Source: an optimization exercise on an open RTL-to-GDS flow (aim: small area, a short achievable clock period and few clock cycles). Production flows keep margins and buffers that such runs may drop. In this exercise RTL edits were held to simulation tests only and were not proved equivalent to the original.

[flow/config.mk]
export PLATFORM = sky130hd
export DESIGN_NAME = ex_stage
export DESIGN_NICKNAME = ex_stage
export VERILOG_FILES = /design/flow/design.v
export SDC_FILE = /design/flow/constraint.sdc
export NUM_CORES = 4
export LEC_CHECK = 0
export ABC_AREA = 1
export CAP_MARGIN = 20
export CORE_MARGIN = 2
export CORE_UTILIZATION = 40
export SETUP_SLACK_MARGIN = 0.6
export SLEW_MARGIN = 20
export TNS_END_PERCENT = 0
[flow/constraint.sdc]
create_clock -name core_clock -period 7.0 [get_ports {clock}]
set_input_delay 1.4000 -clock core_clock [delete_from_list [all_inputs] [get_ports {clock}]]
set_output_delay 1.4000 -clock core_clock [all_outputs]
set_load 0.01 [all_outputs]
[flow/design.v]
package ex_pkg;
    localparam int CTRL_USE_IMM_BIT   = 7;
    localparam int CTRL_BR_BIT        = 8;
    localparam int CTRL_JAL_BIT       = 9;
    localparam int CTRL_JALR_BIT      = 10;
    localparam int CTRL_LUI_BIT       = 11;
    localparam int CTRL_AUIPC_BIT     = 12;
    localparam int CTRL_MEM_READ_BIT  = 13;
    localparam int CTRL_MEM_WRITE_BIT = 14;
    localparam int CTRL_REG_WRITE_BIT = 15;
    localparam int CTRL_MULDIV_BIT    = 16;
    localparam int CTRL_VALID_BIT     = 31;
    localparam logic [3:0] ALU_ADD  = 4'd0;
    localparam logic [3:0] ALU_SUB  = 4'd1;
    localparam logic [3:0] ALU_SLL  = 4'd2;
    localparam logic [3:0] ALU_SLT  = 4'd3;
    localparam logic [3:0] ALU_SLTU = 4'd4;
    localparam logic [3:0] ALU_XOR  = 4'd5;
    localparam logic [3:0] ALU_SRL  = 4'd6;
    localparam logic [3:0] ALU_SRA  = 4'd7;
    localparam logic [3:0] ALU_OR   = 4'd8;
    localparam logic [3:0] ALU_AND  = 4'd9;
endpackage
module muldiv_iter
(
    input  logic        clock,
    input  logic        reset,
    input  logic        start,       
    input  logic [2:0]  op,
    input  logic [31:0] a,
    input  logic [31:0] b,
    input  logic [31:0] lq,          
    output logic [4:0]  sh_amt,      
    input  logic [31:0] sh_res,
    output logic        last_c,      
    output logic [31:0] next_c       
);
    localparam int W = 42;
    logic        busy_q;             
    logic        negph_q;            
    logic [4:0]  cnt_q;
    logic [33:0] h_q;                
    logic [32:0] d_q;                
    logic        sub_q;              
    logic        rneg_q;             
    logic        qneg_q;             
    logic         div_c, div_q;        
    assign div_c = op[2];
    logic         a_sgn_m, b_sgn_m, bext, mul_ext;
    logic [2:0]   mi;
    logic [8:0]   bw_nx;               
    logic [3:0]   one_nx, two_nx, neg_nx, one_q, two_q, neg_q;
    logic [32:0]  ax;
    logic [3:0]   one, two, neg;
    logic [33:0]  sel [4];
    logic [W-1:0] hsrc, hin, r0, r1, r2m, r3;
    logic         cin;
    logic [W-1:0] s1, c1, s2, c2, s3, c3, m1, m2, m3, tm;
    function automatic logic [W-1:0] maj(input logic [W-1:0] x, input logic [W-1:0] y,
                                         input logic [W-1:0] z);
        maj = (x & y) | (x & z) | (y & z);
    endfunction
    always_comb begin
        a_sgn_m = ~(op[1] & op[0]);           
        b_sgn_m = ~op[1];                     
        bext    = b_sgn_m & b[31];
        mul_ext = ~b_sgn_m & b[31];           
        mi      = cnt_q[2:0];
        if (!busy_q)           bw_nx = {b[7:0], 1'b0};
        else if (mi == 3'd0)   bw_nx = b[15:7];
        else if (mi == 3'd1)   bw_nx = b[23:15];
        else if (mi == 3'd2)   bw_nx = b[31:23];
        else                   bw_nx = {{8{bext}}, b[31]};
        ax = d_q;
        for (int j = 0; j < 4; j++) begin
            one_nx[j] = bw_nx[2*j+1] ^ bw_nx[2*j];
            two_nx[j] = (bw_nx[2*j+2] & ~bw_nx[2*j+1] & ~bw_nx[2*j])
                      | (~bw_nx[2*j+2] & bw_nx[2*j+1] & bw_nx[2*j]);
            neg_nx[j] = bw_nx[2*j+2];
        end
        one = one_q;
        two = two_q;
        neg = neg_q;
        if (div_q) begin
            one = {3'b000, ~negph_q};
            two = 4'b0000;
            neg = {3'b000, sub_q & ~negph_q};
        end
        for (int j = 0; j < 4; j++) begin
            sel[j] = (one[j] ? {ax[32], ax} : 34'd0) | (two[j] ? {ax, 1'b0} : 34'd0);
            sel[j] = sel[j] ^ {34{neg[j]}};
        end
        hsrc = negph_q ? ~{{(W-32){1'b0}}, lq} : {{(W-34){h_q[33]}}, h_q};
        hin  = (div_q | (mi != 3'd0)) ? hsrc : '0;
        cin  = neg[0] | (div_q & negph_q);
        r0  = {{(W-34){sel[0][33]}}, sel[0]};
        r1  = {{(W-36){sel[1][33]}}, sel[1], {2{neg[1]}}};
        r2m = {{(W-38){sel[2][33]}}, sel[2], {4{neg[2]}}};
        r3  = {{(W-40){sel[3][33]}}, sel[3], {6{neg[3]}}};
        s1 = r1 ^ r2m ^ r3;   m1 = maj(r1, r2m, r3);  c1 = {m1[W-2:0], neg[1]};
        s2 = s1 ^ c1 ^ hin;   m2 = maj(s1, c1, hin);  c2 = {m2[W-2:0], neg[2]};
        s3 = s2 ^ c2 ^ r0;    m3 = maj(s2, c2, r0);   c3 = {m3[W-2:0], neg[3]};
    end
    sk_add #(.N(W)) u_mul_add (.a (s3), .b (c3), .cin (cin), .s (tm), .cout (), .p (), .g ());
    function automatic logic [5:0] clz32(input logic [31:0] x);
        logic [15:0] v1; logic [15:0] c1;
        logic [7:0]  v2; logic [1:0] c2 [8];
        logic [3:0]  v3; logic [2:0] c3 [4];
        logic [1:0]  v4; logic [3:0] c4 [2];
        logic [4:0]  c5;
        for (int i = 0; i < 16; i++) begin
            v1[i] = x[2*i+1] | x[2*i];
            c1[i] = ~x[2*i+1];
        end
        for (int i = 0; i < 8; i++) begin
            v2[i] = v1[2*i+1] | v1[2*i];
            c2[i] = v1[2*i+1] ? {1'b0, c1[2*i+1]} : {1'b1, c1[2*i]};
        end
        for (int i = 0; i < 4; i++) begin
            v3[i] = v2[2*i+1] | v2[2*i];
            c3[i] = v2[2*i+1] ? {1'b0, c2[2*i+1]} : {1'b1, c2[2*i]};
        end
        for (int i = 0; i < 2; i++) begin
            v4[i] = v3[2*i+1] | v3[2*i];
            c4[i] = v3[2*i+1] ? {1'b0, c3[2*i+1]} : {1'b1, c3[2*i]};
        end
        c5 = v4[1] ? {1'b0, c4[1]} : {1'b1, c4[0]};
        clz32 = (v4[1] | v4[0]) ? {1'b0, c5} : 6'd32;
    endfunction
    logic        a_neg, b_neg, bz;
    logic [5:0]  clz_a, clz_b;
    logic [6:0]  dest;
    logic [4:0]  sft;
    logic        ok1, t1z, quick;
    logic [31:0] a_m, b_m, a2;
    logic [7:0]  na, nb, sna;
    logic [34:0] t1, q1;
    logic [31:0] qn;
    always_comb begin
        a_neg = ~op[0] & a[31];
        b_neg = ~op[0] & b[31];
        bz    = (b == 32'd0);
        a_m   = a ^ {32{a_neg}};
        b_m   = b ^ {32{b_neg}};
        clz_a = clz32(a_m);
        clz_b = clz32(b_m);
        dest  = {1'b0, clz_b} - {1'b0, clz_a} + {6'd0, a_neg};
        if (bz || dest[6])        sft = 5'd0;
        else if (dest[5])         sft = 5'd31;
        else                      sft = dest[4:0];
        sh_amt = sft;
        a2 = a_neg ? {a_m[30:0], 1'b1} : a_m;
        for (int i = 0; i < 8; i++) begin
            na[i] = |a2[4*i +: 4];
            nb[i] = |b_m[4*i +: 4];
        end
        for (int i = 0; i < 8; i++) sna[i] = |(na >> i);
        quick = |(nb & ~sna);
        t1  = tm[34:0];
        t1z = &(~((s3[34:0] ^ c3[34:0]) ^ {s3[33:0] | c3[33:0], cin}));
        ok1 = rneg_q ? (t1[34] | t1z) : ~t1[34];
        q1  = ok1 ? t1 : {h_q[33], h_q};
        qn  = {lq[30:0], ok1};
    end
    logic mul_last, div_end;
    always_comb begin
        mul_last = busy_q & ~div_c & (((mi == 3'd3) & ~mul_ext) | mi[2]);
        div_end  = busy_q & div_c & ~negph_q & (cnt_q == 5'd0);
        last_c   = mul_last | (div_end & ~qneg_q) | (busy_q & negph_q) | (~busy_q & div_c & quick);
        if (!div_c) begin
            if (op[1:0] == 2'd0)  next_c = {tm[7:0], lq[31:8]};
            else if (cnt_q[2])    next_c = tm[31:0];
            else                  next_c = tm[39:8];
        end else if (!busy_q)     next_c = quick ? (a & {32{op[1]}}) : {32{bz}};
        else if (negph_q)         next_c = t1[31:0];
        else if (op[1])           next_c = q1[31:0];
        else                      next_c = qn;
    end
    always_ff @(posedge clock) begin
        if (reset) begin
            busy_q  <= 1'b0;
            negph_q <= 1'b0;
        end else begin
            busy_q  <= start & ~last_c;
            negph_q <= start & div_end & qneg_q;
        end
    end
    always_ff @(posedge clock) begin
        one_q <= one_nx;
        two_q <= two_nx;
        neg_q <= neg_nx;
        div_q <= div_c;
        if (!busy_q)    d_q <= div_c ? {b_neg, sh_res} : {a_sgn_m & a[31], a};
        else if (div_c) d_q <= {d_q[32], d_q[32:1]};
        if (!div_c) begin
            cnt_q <= busy_q ? {2'b0, mi + 3'd1} : 5'd0;
            h_q   <= tm[W-1:8];
        end else if (!busy_q) begin
            cnt_q  <= sft;
            h_q    <= {{2{a_neg}}, a};
            sub_q  <= ~(a_neg ^ b_neg);
            rneg_q <= a_neg;
            qneg_q <= ~bz & ~op[1] & (a_neg ^ b_neg);
        end else begin
            cnt_q <= cnt_q - 5'd1;
            h_q   <= q1[33:0];
        end
    end
endmodule
module ex_stage
(
    input  logic        clock,
    input  logic        reset,
    input  logic [31:0] d1_in,
    input  logic [31:0] d2_in,
    input  logic [4:0]  rd_in,
    input  logic [31:0] imm_in,
    input  logic [31:0] ctrl_in,
    input  logic [31:0] pc_in,
    output logic        branch,
    output logic [31:0] branch_target,
    output logic        stall,
    output logic [31:0] result_out,
    output logic [31:0] store_data_out,
    output logic [4:0]  rd_out,
    output logic        mem_read_out,
    output logic        mem_write_out,
    output logic        reg_write_out,
    output logic [2:0]  mem_size_out
);
    logic [3:0]  alu_op;
    logic [2:0]  funct3;
    logic        use_imm, br, jal, jalr, lui, auipc, mem_rd, mem_wr, reg_wr, muldiv, valid;
    assign alu_op  = ctrl_in[3:0];
    assign funct3  = ctrl_in[6:4];
    assign use_imm = ctrl_in[ex_pkg::CTRL_USE_IMM_BIT];
    assign br      = ctrl_in[ex_pkg::CTRL_BR_BIT];
    assign jal     = ctrl_in[ex_pkg::CTRL_JAL_BIT];
    assign jalr    = ctrl_in[ex_pkg::CTRL_JALR_BIT];
    assign lui     = ctrl_in[ex_pkg::CTRL_LUI_BIT];
    assign auipc   = ctrl_in[ex_pkg::CTRL_AUIPC_BIT];
    assign mem_rd  = ctrl_in[ex_pkg::CTRL_MEM_READ_BIT];
    assign mem_wr  = ctrl_in[ex_pkg::CTRL_MEM_WRITE_BIT];
    assign reg_wr  = ctrl_in[ex_pkg::CTRL_REG_WRITE_BIT];
    assign muldiv  = ctrl_in[ex_pkg::CTRL_MULDIV_BIT];
    assign valid   = ctrl_in[ex_pkg::CTRL_VALID_BIT];
    logic [31:0] op_b;
    assign op_b = use_imm ? imm_in : d2_in;
    logic        do_sub;
    logic [32:0] sum;
    logic        lt_s, lt_u;
    logic [31:0] xor_v;
    logic        eq;
    assign do_sub = br | (~alu_op[3] & (alu_op[0] ^ alu_op[2]));
    logic [31:0] add_p, add_g;
    sk_add #(.N(32)) u_alu_add (
        .a (d1_in), .b (op_b ^ {32{do_sub}}), .cin (do_sub), .s (sum[31:0]), .cout (sum[32]),
        .p (add_p), .g (add_g)
    );
    assign lt_u   = ~sum[32];
    assign lt_s   = (d1_in[31] ^ op_b[31]) ? d1_in[31] : sum[31];
    assign xor_v  = add_p;                   
    assign eq     = &add_p;                  
    logic [4:0]  md_sh;
    logic [31:0] sh_x, sh_xr, sh_y;
    logic [4:0]  sh_n;
    logic        sh_left, sh_arith;
    logic [32:0] sh_t;
    function automatic logic [31:0] rev32(input logic [31:0] x);
        logic [31:0] r;
        for (int i = 0; i < 32; i++) r[i] = x[31 - i];
        rev32 = r;
    endfunction
    assign sh_x     = muldiv ? d2_in : d1_in;
    assign sh_n     = muldiv ? md_sh : op_b[4:0];
    assign sh_left  = muldiv | (alu_op == ex_pkg::ALU_SLL);
    assign sh_arith = (alu_op == ex_pkg::ALU_SRA);
    assign sh_xr    = sh_left ? rev32(sh_x) : sh_x;
    assign sh_t     = $signed({sh_arith & sh_xr[31], sh_xr}) >>> sh_n;
    assign sh_y     = sh_left ? rev32(sh_t[31:0]) : sh_t[31:0];
    logic [31:0] alu_c;
    always_comb begin
        case (alu_op)
            ex_pkg::ALU_ADD, ex_pkg::ALU_SUB:                 alu_c = sum[31:0];
            ex_pkg::ALU_SLL, ex_pkg::ALU_SRL, ex_pkg::ALU_SRA: alu_c = sh_y;
            ex_pkg::ALU_SLT:  alu_c = {31'd0, lt_s};
            ex_pkg::ALU_SLTU: alu_c = {31'd0, lt_u};
            ex_pkg::ALU_XOR:  alu_c = xor_v;
            ex_pkg::ALU_OR:   alu_c = add_p | add_g;
            default:          alu_c = add_g;
        endcase
    end
    logic cond_c;
    assign cond_c = funct3[2] ? ((funct3[1] ? lt_u : lt_s) ^ funct3[0])
                             : (~funct3[1] & (eq ^ funct3[0]));
    logic [31:0] pc_imm;
    sk_add #(.N(32)) u_pc_add (
        .a (pc_in), .b (imm_in), .cin (1'b0), .s (pc_imm), .cout (), .p (), .g ()
    );
    assign branch        = valid & (jal | jalr | (br & cond_c));
    assign branch_target = jalr ? {sum[31:1], 1'b0} : pc_imm;
    logic md_last, md_start;
    logic [31:0] md_result;
    assign md_start = valid & muldiv;
    muldiv_iter u_muldiv (
        .clock    (clock),
        .reset    (reset),
        .start    (md_start),
        .op       (funct3),
        .a        (d1_in),
        .b        (d2_in),
        .lq       (result_q),
        .sh_amt   (md_sh),
        .sh_res   (sh_y),
        .last_c   (md_last),
        .next_c   (md_result)
    );
    logic stall_c;
    assign stall_c = md_start & ~md_last;
    assign stall   = stall_c;
    logic [31:0] result_c;
    logic [31:0] result_q, store_data_q;
    always_comb begin
        if (muldiv)      result_c = md_result;
        else if (jal | jalr) result_c = pc_in + 32'd4;
        else if (lui)    result_c = imm_in;
        else if (auipc)  result_c = pc_imm;
        else             result_c = alu_c;
    end
    logic [4:0]  rd_q;
    logic [2:0]  mem_size_q;
    logic        mem_read_q, mem_write_q, reg_write_q;
    always_ff @(posedge clock) begin
        if (reset) begin
            mem_read_q  <= 1'b0;
            mem_write_q <= 1'b0;
            reg_write_q <= 1'b0;
        end else begin
            mem_read_q  <= valid & mem_rd & ~stall_c;
            mem_write_q <= valid & mem_wr & ~stall_c;
            reg_write_q <= valid & reg_wr & ~stall_c;
        end
    end
    always_ff @(posedge clock) begin
        result_q     <= result_c;
        store_data_q <= d2_in;
        rd_q         <= rd_in;
        mem_size_q   <= funct3;
    end
    assign result_out     = result_q;
    assign store_data_out = store_data_q;
    assign rd_out         = rd_q;
    assign mem_read_out   = mem_read_q;
    assign mem_write_out  = mem_write_q;
    assign reg_write_out  = reg_write_q;
    assign mem_size_out   = mem_size_q;
endmodule
module sk_add #(
    parameter int N = 32
) (
    input  logic [N-1:0] a,
    input  logic [N-1:0] b,
    input  logic         cin,
    output logic [N-1:0] s,
    output logic         cout,
    output logic [N-1:0] p,      
    output logic [N-1:0] g       
);
    logic [N-1:0] g0, p0, gg, pp;
    always_comb begin
        g0 = a & b;
        p0 = a ^ b;
        gg = g0;
        pp = p0;
        gg[0] = g0[0] | (p0[0] & cin);
        for (int d = 1; d < N; d = d * 2) begin
            for (int i = 0; i < N; i++) begin
                if (((i / d) % 2) == 1) begin
                    gg[i] = gg[i] | (pp[i] & gg[(i / d) * d - 1]);
                    pp[i] = pp[i] & pp[(i / d) * d - 1];
                end
            end
        end
        s    = p0 ^ {gg[N-2:0], cin};
        cout = gg[N-1];
        p    = p0;
        g    = g0;
    end
endmodule
[flow/flow/run.sh]
#!/bin/bash
# The standard ORFS layout (standard.sh), with two changes to how it is made:
# port buffers use buf_4 instead of the default delay buffer, and the
# resizer may change a cell's footprint when it repairs timing.
set -euo pipefail
export BUFFER_PORTS_ARGS="-buffer_cell sky130_fd_sc_hd__buf_4"
bash standard.sh MATCH_CELL_FOOTPRINT=0 finish > standard.log 2>&1
[flow/standard.sh]
#!/bin/bash
# synth_recipe.tcl (not shown) runs the flow's synth.tcl, then flattens the netlist and writes it again
# the make line also repeats each setting of config.mk as NAME=value (left out here)
make -C /OpenROAD-flow-scripts/flow DESIGN_CONFIG=/design/flow/config.mk WORK_HOME=/design/flow/orfs CLKGATE_MAP_FILE= SYNTH_SCRIPT=/design/flow/synth_recipe.tcl "${@:-finish}"
==> metrics.log, run 1 <==
[metrics] status: complete, no violations
[metrics] maximum number of pins on one net before global-route repair: 104
[metrics] total area of multi-input combinational cells: 22,100 µm²
[metrics] master of the slowest instance on the critical path: sky130_fd_sc_hd__fa_2
[metrics] number of cells after detailed placement: 5,866
[metrics] final hold viol count: 0
[metrics] Avg Cell Area, Syn: 6.35 µm²
[metrics] count of maximum capacitance violations: 0
[metrics] routability congestion estimate: 1.04
[metrics] maximum fanout along the worst path: 21
[metrics] average wire per cell in the routed design: 25.4 µm
[metrics] number of vias per cell after detailed routing: 5.85
[metrics] estimated wirelength of the detail-placed design: 118,000 µm
[metrics] CTS tree: yes
[metrics] synthesis-stage register bit count: 164
[metrics] number of buffers inserted by hold repair at cts: 0
[metrics] fraction of the cycle the final worst path needs: 93.6%
[metrics] number of nets in the final layout: 5,438
[metrics] via count: 34,600
[metrics] distinct cell type count after synthesis: 73
[metrics] number of instances in the synthesized netlist: 4,589
[metrics] standard-cell rows: 98
[metrics] leftover overflow at the end of global routing: 0
[metrics] clock insertion delay at the later pin of the skew report: 0.52 ns
[metrics] Async S/R FF share, synth: 0%
[metrics] Fmax: 153 MHz
[metrics] Setup WS post-layout: 0.451 ns
[metrics] Hold Worst Slack: 0.527 ns
[metrics] number of clock sinks: 164
[metrics] starting density of the core: 40.6%
[metrics] CTS clk-pin slew, worst paths: 0.08 ns
[metrics] overall fraction of global-route tracks in use: 38.9%
[metrics] input/output buffers: 261
[metrics] Post-synth EDFFs: 38
[metrics] deepest clock path buffer count: 2
[metrics] count of final setup violators: 0
[metrics] final design utilization: 48.6%
[metrics] library cell with the largest summed area after synthesis: sky130_fd_sc_hd__nand2_1
[metrics] critical path class: primary input to register
[metrics] Non-Filler Instances: 5,917
[metrics] pre-CTS setup slack: -0.113 ns
[metrics] number of warning messages in the yosys log: 11
[metrics] setup repair after global routing missed its margin: true
[metrics] post-synth net total: 5,083
[metrics] top cell type's share of synthesized area: 11.7%
[metrics] number of buffers inserted during clock tree synthesis: 17
[metrics] kind of start point of the critical path: primary input
[metrics] First DRT Iteration DRCs: 4,548
[metrics] via count of the first global-routing pass: 31,700
[metrics] maximum cell stage delay along the critical path: 0.39 ns
[metrics] leading post-synthesis cells by cell area: sky130_fd_sc_hd__nand2_1 12%, sky130_fd_sc_hd__fa_1 9.5%, sky130_fd_sc_hd__nand3_1 9.2%
[metrics] die height: 274 µm
[metrics] die outline area: 75,000 µm²
[metrics] area of all sequential standard cells: 3670 µm²
[metrics] area grow syn2layout: 19.9%
[metrics] Slew HR: 35.2%
[metrics] arrival time at the worst endpoint: 6.95 ns
[metrics] minimum clock period after layout: 6.55 ns
[metrics] I/O pin count: 276
[metrics] root cell of the clock tree: sky130_fd_sc_hd__clkbuf_16
[metrics] skew final: 0.0195 ns
[metrics] required time at the worst-slack endpoint: 7.40 ns
[metrics] number of iterations in the first detailed-routing pass: 9
[metrics] main flop type after synthesis: sky130_fd_sc_hd__dfxtp_1
[metrics] share of post-route cells with drive strength above 1: 16.1%
[metrics] Die Span X: 274 µm
[metrics] Final Slew Violations: 0
[metrics] count of nets left with antenna violations after detail routing: 0
[metrics] proportion of synthesized chip area in sequential cells: 12.6%
[metrics] DRC Markers: 0
[metrics] fillcell total: 7,664
[metrics] slew at the pin with the worst max-slew slack: 0.962 ns
[metrics] total standard cell area after synthesis: 29,100 µm²
[metrics] worst hold path class: register to register
[metrics] antenna violations before repair: 10
[metrics] sum of routed wire length over all layers: 151,000 µm
[metrics] Std-Cell Core Area: 71,900 µm²
[metrics] global-route wire length before repair: 212,000 µm
[metrics] crit end category: register
[metrics] total number of H-tree levels: 4
cell usage in the layout, fill, tap and decap left out, types with 31 or more instances in the layout:
cell                       netlist  routed
sky130_fd_sc_hd__a21oi_1       288     284
sky130_fd_sc_hd__buf_4          13     553
sky130_fd_sc_hd__clkinv_1       41      39
sky130_fd_sc_hd__dfxtp_1       126     125
sky130_fd_sc_hd__edfxtp_1       38      38
sky130_fd_sc_hd__fa_1          139     137
sky130_fd_sc_hd__ha_1          188     187
sky130_fd_sc_hd__inv_1         683     680
sky130_fd_sc_hd__nand2_1       906     896
sky130_fd_sc_hd__nand3_1       533     493
sky130_fd_sc_hd__nand3_2         4      38
sky130_fd_sc_hd__nor2_1        224     212
sky130_fd_sc_hd__o211ai_1       60      60
sky130_fd_sc_hd__o21ai_0       314     313
sky130_fd_sc_hd__o21ai_1        34      31
sky130_fd_sc_hd__o221ai_1       39      38
sky130_fd_sc_hd__o22ai_1       175     175
sky130_fd_sc_hd__xnor2_1        40      40
sky130_fd_sc_hd__xor2_1        246     243
cell families after synthesis:
| kind of cell | Yosys count | share of synthesized area (%) |
|---|---|---|
| mux | 8 | 0.288 |
| flops | 164 | 12.6 |
| compound gates | 1017 | 20.4 |
| buf+inv | 980 | 13.3 |
| xor+xnor | 287 | 8.65 |
| fa+ha+maj | 327 | 17.6 |
| simple gates | 1806 | 27.2 |
synth_stat cells, drive strengths merged, types with 41 or more instances:
library cell	instances
clkinv	41
ha	188
inv	699
a21oi	299
nand2	927
xnor2	41
nor2	233
clkbuf	145
fa	139
o21ai	354
xor2	246
buf	95
o22ai	175
nand3	538
dfxtp	126
o211ai	62
per-layer routing:
layer / vias to the layer above / share of wire (%) / wire length (µm) / global-route usage, %
met5: - / 0.052 / 78 / 0
met1: 16200 / 39 / 58600 / 50.1
met4: 14 / 7.0 / 10600 / 23.4
li1: 15900 / - / - / -
met2: 2119 / 42 / 63400 / 58.4
met3: 448 / 12 / 17900 / 9.95
path summary, 6_finish.rpt:
path	from	end	slack (ns)	depth (start not counted)
worst min-delay path	u_muldiv.cnt_q[0]	u_muldiv.cnt_q[0]	0.53	1
worst min register to register	u_muldiv.cnt_q[0]	u_muldiv.cnt_q[0]	0.53	1
worst max-delay path	d1_in[31]	result_q[1]	0.45	44
worst max register to register	u_muldiv.div_q	result_q[15]	0.56	27
registers in the layout, indices dropped and copies added, names as in the netlist, 2 cells and up:
signal,flops
u_muldiv.h_q,34
u_muldiv.d_q,33
result_q,32
store_data_q,32
rd_q,5
u_muldiv.cnt_q,5
u_muldiv.neg_q,4
u_muldiv.one_q,4
u_muldiv.two_q,4
mem_size_q,2
layout make-up:
| type | instances | area share, % |
|---|---|---|
| diodes | 10 | 0.0716 |
| clock buffers | 19 | 1.30 |
| clock inverters | 13 | 0.490 |
| inverters | 740 | 7.97 |
| multi-input cells | 3445 | 63.1 |
| flip-flops and latches | 164 | 10.5 |
| well taps | 950 | 3.40 |
| repair buffers | 576 | 13.1 |
per-stage QoR:
stage          area [µm²]  TNS, ns
2_1_floorplan       29200        0
3_3_place_gp        33700   -0.957
3_5_place_dp        33700   -0.673
4_1_cts             34600        0
5_1_grt             34900        0
6_report            34900        0
critical path: cells and delay by family:
family                     cells  cell delay (ns)
and+or+nand+nor               24             2.60
buffers and inverters         11             1.24
adders and majority gates      3             0.85
AOI/OAI and AO/OA              6             0.81
timing repair:
item	in CTS	in global routing
pin swaps	3	17
gates resized for setup	27	73
endpoints found under the setup margin	35	100
gates cloned	0	1
buffers inserted	4	3
hold endpoints to repair	0	0
Testbench counts, summed over its fixed seeds: cycles 28,210.
==> run 2, diff against run 1 <==
==> flow/flow/run.sh (replaced) <==
#!/bin/bash
# The standard ORFS layout (standard.sh), with two changes to how it is made:
# port buffers use buf_1 instead of the default delay buffer, and the
# resizer may change a cell's footprint when it repairs timing.
set -euo pipefail
export BUFFER_PORTS_ARGS="-buffer_cell sky130_fd_sc_hd__buf_1"
bash standard.sh MATCH_CELL_FOOTPRINT=0 finish > standard.log 2>&1
--- a/flow/config.mk
+++ b/flow/config.mk
@@ -9,6 +9,5 @@
 export CAP_MARGIN = 20
 export CORE_MARGIN = 2
 export CORE_UTILIZATION = 40
-export SETUP_SLACK_MARGIN = 0.6
+export SETUP_SLACK_MARGIN = 0.5
 export SLEW_MARGIN = 20
-export TNS_END_PERCENT = 0
==> run 2 against run 1 <==
Against the previous run:
- flip-flop and latch count is the same
- final cell count increased by 2.6%
- critical path type is now primary input to primary output
- largest cell class unchanged
==> metrics.log, run 2 <==
[metrics] via count of the first global-routing pass: 32,200 (+1.7%)
[metrics] worst hold path class: register to register
[metrics] First DRT Iteration DRCs: 4,695 (+3.2%)
[metrics] area grow syn2layout: 25.1%
[metrics] proportion of synthesized chip area in sequential cells: 12.6% (unchanged)
[metrics] die height: 274 µm (unchanged)
[metrics] kind of start point of the critical path: primary input
[metrics] average wire per cell in the routed design: 25.3 µm (-0.45%)
[metrics] total standard cell area after synthesis: 29,100 µm² (unchanged)
[metrics] total number of H-tree levels: 4 (unchanged)
[metrics] required time at the worst-slack endpoint: 5.60 ns (-1.80 ns)
[metrics] hold path cells: 1 (unchanged)
[metrics] Final Slew Violations: 0 (unchanged)
[metrics] distinct cell type count after synthesis: 73 (unchanged)
[metrics] clock insertion delay at the later pin of the skew report: 0.53 ns (about the same)
[metrics] number of iterations in the first detailed-routing pass: 8 (-1)
[metrics] I/O pin count: 276 (unchanged)
[metrics] count of final setup violators: 0 (unchanged)
[metrics] arrival time at the worst endpoint: 5.02 ns (-1.93 ns)
[metrics] number of buffers inserted by hold repair at cts: 0 (unchanged)
[metrics] commonest non-fill, non-tap cell in the layout: sky130_fd_sc_hd__nand2_1
[metrics] root cell of the clock tree: sky130_fd_sc_hd__clkbuf_16
[metrics] CTS clk-pin slew, worst paths: 0.08 ns (about the same)
[metrics] number of buffers inserted during clock tree synthesis: 17 (unchanged)
[metrics] number of nets in the final layout: 5,593 (+2.9%)
[metrics] biggest registers after layout: u_muldiv.h_q x34, u_muldiv.d_q x33
[metrics] slew at the pin with the worst max-slew slack: 1.01 ns (+0.0478 ns)
[metrics] main flop type after synthesis: sky130_fd_sc_hd__dfxtp_1
[metrics] setup tns final: 0 ns (unchanged)
[metrics] starting density of the core: 40.6% (unchanged)
[metrics] Async S/R FF share, synth: 0% (unchanged)
[metrics] top-count cell post-synth: sky130_fd_sc_hd__nand2_1
[metrics] number of warning messages in the yosys log: 11 (unchanged)
[metrics] Fmax: 156 MHz (+2.0%)
[metrics] number of instances in the synthesized netlist: 4,589 (unchanged)
[metrics] Post-synth EDFFs: 38 (unchanged)
[metrics] Avg Cell Area, Syn: 6.35 µm² (unchanged)
[metrics] post-synth net total: 5,083 (unchanged)
[metrics] Slew HR: 32.7% (-2.5 points)
[metrics] setup repair after global routing missed its margin: true
[metrics] leading post-synthesis cells by cell area: sky130_fd_sc_hd__nand2_1 12%, sky130_fd_sc_hd__fa_1 9.5%, sky130_fd_sc_hd__nand3_1 9.2%
[metrics] critical path class: primary input to primary output
[metrics] number of vias per cell after detailed routing: 5.85 (about the same)
[metrics] most frequent cells in the layout: 863 x sky130_fd_sc_hd__nand2_1, 673 x sky130_fd_sc_hd__inv_1, 416 x sky130_fd_sc_hd__buf_4
[metrics] buffering stage count on the worst path with inverters included: 6 (-5)
[metrics] synthesis-stage register bit count: 164 (unchanged)
[metrics] antenna violations before repair: 12 (+2)
[metrics] input/output buffers: 261 (unchanged)
[metrics] leading cell types by count after synthesis: 906 x sky130_fd_sc_hd__nand2_1, 683 x sky130_fd_sc_hd__inv_1, 533 x sky130_fd_sc_hd__nand3_1, 314 x sky130_fd_sc_hd__o21ai_0, 288 x sky130_fd_sc_hd__a21oi_1
[metrics] estimated wirelength of the detail-placed design: 120,000 µm (+1.5%)
[metrics] library cell with the largest summed area after synthesis: sky130_fd_sc_hd__nand2_1
[metrics] maximum number of pins on one net before global-route repair: 71 (-32%)
[metrics] fraction of the cycle the final worst path needs: 91.7% (-1.9 points)
[metrics] die outline area: 75,000 µm² (unchanged)
[metrics] most flop-heavy register: u_muldiv.h_q
[metrics] overall fraction of global-route tracks in use: 39.5% (+0.53 points)
[metrics] deepest clock path buffer count: 2 (unchanged)
[metrics] number of flip-flops under the largest register name: 34 (unchanged)
[metrics] crit end category: primary output
[metrics] standard-cell rows: 98 (unchanged)
[metrics] sum of routed wire length over all layers: 154,000 µm (+2.1%)
[metrics] stages on the worst setup path: 25 (-43%)
[metrics] kind of cell adding the most delay to the critical path: compound AO/OA/AOI/OAI gates
[metrics] master of the slowest instance on the critical path: sky130_fd_sc_hd__buf_1
[metrics] DRC Markers: 0 (unchanged)
[metrics] number of cell instances on the worst register-to-register path: 31 (+15%)
[metrics] global-route wire length before repair: 216,000 µm (+1.7%)
[metrics] final hold viol count: 0 (unchanged)
[metrics] CTS tree: yes
[metrics] routability congestion estimate: 1.04 (+0.41%)
[metrics] top cell type's share of synthesized area: 11.7% (unchanged)
[metrics] count of nets left with antenna violations after detail routing: 0 (unchanged)
[metrics] leftover overflow at the end of global routing: 0 (unchanged)
[metrics] Std-Cell Core Area: 71,900 µm² (unchanged)
[metrics] via count: 35,500 (+2.5%)
[metrics] maximum fanout along the worst path: 7 (-67%)
[metrics] share of post-route cells with drive strength above 1: 17.4% (+1.3 points)
[metrics] skew final: 0.0203 ns (+0.000855 ns)
[metrics] Die Span X: 274 µm (unchanged)
[metrics] maximum cell stage delay along the critical path: 0.37 ns (-0.02 ns)
[metrics] number of clock sinks: 164 (unchanged)
[metrics] status: complete, no violations
[metrics] count of maximum capacitance violations: 0 (unchanged)
[metrics] minimum clock period after layout: 6.42 ns (-0.131 ns)
run 2: cell counts after synthesis:
No cell type changed its count.
run 2: path summary, 6_finish.rpt:
| path | from | end | slack, ns |
|---|---|---|---|
| setup / recovery | ctrl_in[0] | branch | 0.58 |
| hold / removal | u_muldiv.cnt_q[0] | u_muldiv.cnt_q[0] | 0.52 |
| setup reg to reg | u_muldiv.cnt_q[0] | result_q[16] | 0.70 |
| hold reg to reg | u_muldiv.cnt_q[0] | u_muldiv.cnt_q[0] | 0.52 |
run 2: cell families (layout without fill, tap and decap cells):
logic type                 count (synthesis)  after routing  share of synthesized area [%]
AOI/OAI and AO/OA                       1017           1017                           20.4
buffers and inverters                    980           1501                           13.3
and+or+nand+nor                         1806           1808                           27.2
muxes                                      8              8                          0.288
other                                      0              8                              0
xor gates and xnor gates                 287            287                           8.65
DFF                                      164            164                           12.6
adders and majority gates                327            327                           17.6
run 2: metal layers:
layer  up-vias  GRT usage, %  routed length, µm
met5         -             0                103
met4        16          24.2              11500
met3       464          10.3              18400
met2      2174          58.7              64100
met1     16700          50.9              59700
li1      16200             -                  -
run 2: area by class of cell:
cell class / instances / area [µm²]
Antenna cell: 8 / 20.0
Clock inverter: 12 / 136
Sequential cell: 164 / 3670
Multi-Input combinational cell: 3447 / 23200
Tap cell: 950 / 1190
Fill cell: 7664 / 35400
Clock buffer: 20 / 468
Inverter: 740 / 2800
Timing Repair Buffer: 729 / 4980
run 2: worst reg2reg max path, delay by kind of cell, from the launching register on:
kind	cells	cell delay [ns]
flops	1	0.40
compound gates	2	0.69
simple gates	22	2.63
buf+inv	2	0.29
fa+ha+maj	5	2.18
run 2: per-stage QoR:
| stage | hold slack [ns] | instance area [µm²] | utilization [%] | setup WS, ns | instances |
|---|---|---|---|---|---|
| after floorplan | 0.460 | 29100 | - | 0.581 | 4589 |
| after global placement | 0.488 | 33600 | 46.8 | -0.258 | 5982 |
| after detailed placement | 0.496 | 33600 | 46.8 | -0.312 | 5982 |
| after CTS | 0.511 | 34300 | 47.8 | 0.396 | 6016 |
| final | 0.516 | 36500 | 50.8 | 0.582 | 6070 |
| after global routing | 0.530 | 36500 | 50.7 | 0.400 | 6062 |
run 2: repair_timing:
action / in CTS / in global routing
resized for setup: 20 / 369
buffers inserted: 2 / 36
gates cloned: 0 / 10
pin swaps: 1 / 104
endpoints found under the setup margin: 41 / 76

## separate check: timing with driven ports
No port has a modelled driver above. Below, the same layouts with a new extraction and two added sets of constraints. Step 1 sets driving cells, clkbuf_16 on the clock port and buf_2 on the other inputs (assumed; they add their load-dependent delay and slew). Step 2 times the ports against the registers' clock, not the clock port: input delays grow and output delays shrink by t, the midpoint of the rising clock arrivals with the driver on. Three values: ideal, step 1, step 2; two values: the first two.
run	t, ns	slack for setup (ns)	worst setup path after step 2	worst register clock-pin slew, ns	pins driven straight from the clock port
run 1	0.568	0.451 / 0.472 / -0.095	input to register	0.08 / 0.08	1
run 2	0.580	0.582 / 0.532 / 0.074	input to register	0.09 / 0.09	1
With both steps, setup timing fails in run 1, where it was met with ideal ports. For run 1, which loses most, drivers alone change the setup slack by +0.021 ns; drivers and shift together by -0.546 ns.
